What follows belongs to an exercise in optimizing a design on an open flow for small area, a short achievable clock period and few clock cycles per item; a production flow would make more cautious choices.
In this exercise RTL edits were held to simulation tests only and were not proved equivalent to the original.

==> flow/design.v (excerpt) <==
module tracking_wheel_odometry (
    input  logic        i_clk,
    input  logic        i_rst_n,
    input  logic        i_cfg_we,
    input  logic [1:0]  i_cfg_idx,
    input  logic [23:0] i_cfg_data,
    input  logic        i_in_valid,
    output logic        o_in_ready,
    input  logic [31:0] i_in_forward_wheel_angle,
    input  logic [31:0] i_in_side_wheel_angle,
    input  logic [31:0] i_in_unwrapped_rotation,
    input  logic [15:0] i_in_wrapped_heading,
    output logic        o_out_valid,
    input  logic        i_out_ready,
    output logic [39:0] o_out_pos_x,
    output logic [39:0] o_out_pos_y,
    output logic        o_out_primed
);
    localparam logic [3:0] LAST = 4'd12;
    localparam logic [3:0] IDLE = 4'd13;
    localparam logic [26:0] K1 = 27'd95950490;
    localparam logic [30:0] K2 = 31'd1686629713;
    logic [3:0]  r_t;                     
    logic        r_busya, r_busym, r_busyb;  
    logic        r_ua;                    
    logic        r_cfgm;                  
    logic        r_have;
    logic        r_outv, r_outp;
    logic        r_run;                   
    logic [3:0]  r_rf;                    
    logic [50:0] r_fdk, r_sdk;            
    logic [54:0] r_fok, r_sok;            
    logic        r_fos, r_sos;            
    logic [31:0] r_lf, r_ls, r_lr;
    logic [32:0] r_df, r_ds, r_dr;        
    logic [15:0] r_h;                     
    logic [4:0]  r_d;                     
    logic [1:0]  r_qb;                    
    logic [32:0] r_cm, r_sm;              
    logic [44:0] r_dfa, r_dsa;            
    logic [43:0] r_dfm, r_dsm;            
    logic        r_sdfm, r_sdsm;          
    logic [43:0] r_dfb, r_dsb;            
    logic        r_sdf, r_sds;            
    logic [39:0] r_px, r_py;              
    logic run, acc_in, roll, take, cfg_go, start, real_in, restart;
    logic [3:0] n_t;
    logic n_busya, n_busym, n_busyb, n_cfgm, n_outv, n_outp, n_ua;
    logic pos_wr, n_pos_wr;               
    assign run        = r_run;
    assign roll       = (r_t == LAST) || (r_t == IDLE);
    assign o_in_ready = r_have ? (run && roll && (r_rf == 4'd0)) : !r_outv;
    assign acc_in     = i_in_valid && o_in_ready;
  ...
Size: about 1,800 flip-flops.
clock: 10.0 ns
lec_check: 0
cap_margin: 20
core_margin: 2
core_utilization: 40
setup_slack_margin: 5
slew_margin: 20
run.sh (not shown) runs the stock make flow with config.mk's settings and CLKGATE_MAP_FILE= SYNTH_SCRIPT=/design/flow/synth_recipe.tcl, a recipe that flattens the netlist after the stock synthesis.
Testbench counts at the start, summed over its fixed seeds: cycles 6,856, items 512.
Change:
--- a/flow/design.v
+++ b/flow/design.v
@@ -2370,16 +2370,17 @@
                 c_neg0 <= m_neg0;
                 c_v0   <= m_v0;
                 c_p320 <= lo0[10];
             end
         end
     end
-    logic [55:0] hi0;
+    logic [55:0] hi0, kh_s0, kh_t0;
+    two_ks #(.W(56)) u_kh0 (.i_a(m_s0), .i_b(m_c0), .o_s0(kh_s0), .o_t(kh_t0));
     logic [44:0] ct0;
     always_comb begin
-        hi0 = m_s0 + m_c0 + {55'd0, m_cy0};
+        hi0 = kh_s0 ^ ({56{m_cy0}} & kh_t0);
         case (c_q0)
             2'd0:    ct0 = {2'b00, hi0[49:7]};
             2'd1:    ct0 = {2'b00, hi0[53:11]};
             default: ct0 = {hi0[43:0], c_p320};
         endcase
     end
@@ -2392,18 +2393,19 @@
             a_b00  <= (c_q0 == 2'd0);
             a_b10  <= (c_q0 == 2'd1);
             a_b20  <= (c_q0 == 2'd2);
             a_b30  <= (c_q0 == 2'd3);
         end
     end
-    logic [47:0] base0, asum0;
+    logic [47:0] base0, asum0, ka_s0, ka_t0;
+    two_ks #(.W(48)) u_ka0 (.i_a(base0), .i_b({3'd0, a_t0} ^ {48{a_neg0}}), .o_s0(ka_s0), .o_t(ka_t0));
     always_comb begin
         base0 = ({48{a_b10}} & {{3{r_dfa[44]}}, r_dfa})
                 | ({48{a_b20}} & {{8{r_px[39]}}, r_px})
                 | ({48{a_b30}} & w0);
-        asum0 = base0 + ({3'd0, a_t0} ^ {48{a_neg0}}) + {47'd0, a_neg0};
+        asum0 = ka_s0 ^ ({48{a_neg0}} & ka_t0);
     end
     always_ff @(posedge i_clk) begin
         if (run) begin
             if (a_on0 && !a_q0[1]) r_dfa <= asum0[44:0];
             if (m_on0 && m_cfg0) w0[32:0] <= {lo0[10:0], w0[32:11]};
             if (a_on0 && a_q0[1]) w0 <= asum0;
@@ -2495,16 +2497,17 @@
                 c_neg1 <= m_neg1;
                 c_v1   <= m_v1;
                 c_p321 <= lo1[10];
             end
         end
     end
-    logic [55:0] hi1;
+    logic [55:0] hi1, kh_s1, kh_t1;
+    two_ks #(.W(56)) u_kh1 (.i_a(m_s1), .i_b(m_c1), .o_s0(kh_s1), .o_t(kh_t1));
     logic [44:0] ct1;
     always_comb begin
-        hi1 = m_s1 + m_c1 + {55'd0, m_cy1};
+        hi1 = kh_s1 ^ ({56{m_cy1}} & kh_t1);
         case (c_q1)
             2'd0:    ct1 = {2'b00, hi1[49:7]};
             2'd1:    ct1 = {2'b00, hi1[53:11]};
             default: ct1 = {hi1[43:0], c_p321};
         endcase
     end
@@ -2517,18 +2520,19 @@
             a_b01  <= (c_q1 == 2'd0);
             a_b11  <= (c_q1 == 2'd1);
             a_b21  <= (c_q1 == 2'd2);
             a_b31  <= (c_q1 == 2'd3);
         end
     end
-    logic [47:0] base1, asum1;
+    logic [47:0] base1, asum1, ka_s1, ka_t1;
+    two_ks #(.W(48)) u_ka1 (.i_a(base1), .i_b({3'd0, a_t1} ^ {48{a_neg1}}), .o_s0(ka_s1), .o_t(ka_t1));
     always_comb begin
         base1 = ({48{a_b11}} & {{3{r_dsa[44]}}, r_dsa})
                 | ({48{a_b21}} & {{8{r_py[39]}}, r_py})
                 | ({48{a_b31}} & w1);
-        asum1 = base1 + ({3'd0, a_t1} ^ {48{a_neg1}}) + {47'd0, a_neg1};
+        asum1 = ka_s1 ^ ({48{a_neg1}} & ka_t1);
     end
     always_ff @(posedge i_clk) begin
         if (run) begin
             if (a_on1 && !a_q1[1]) r_dsa <= asum1[44:0];
             if (m_on1 && m_cfg1) w1[32:0] <= {lo1[10:0], w1[32:11]};
             if (a_on1 && a_q1[1]) w1 <= asum1;
Effect: Fmax climbs by 2.4%; wire length rose by 1.4%; flip-flop and latch count stays the same; utilization hardly moves; die area drops by 0.43%; sequential share of layout area barely changes.
Testbench counts after the change, summed over its fixed seeds: cycles 6,856, items 512.

static timing again, ports no longer ideal:
The flow's constraints put no driver on any port. The routed layouts listed below were extracted and timed again, unchanged, in two steps.
Step 1 (the two cells are an assumption about what drives the block):
set clk [get_ports {i_clk}]
set_driving_cell -lib_cell sky130_fd_sc_hd__clkbuf_16 $clk
set_driving_cell -lib_cell sky130_fd_sc_hd__buf_2 [delete_from_list [all_inputs] $clk]
Step 2 times the ports against the registers' clock, not the clock port: input delays grow and output delays shrink by t, the midpoint of the rising clock arrivals with the driver on.
Slacks: no drivers / after step 1 / after step 2; pairs: no drivers / after step 1.
| run | t (ns) | setup slack, ns | cell pins on the clock port's net |
|---|---|---|---|
| the first run | 1.038 | 4.864 / 4.864 / 4.101 | 1 |
| the second run | 1.042 | 4.984 / 4.984 / 4.152 | 1 |
After both steps every run listed still meets setup and hold. The setup slack of the second run, which loses most, moves by 0.000 ns with the drivers and by -0.832 ns with both steps.
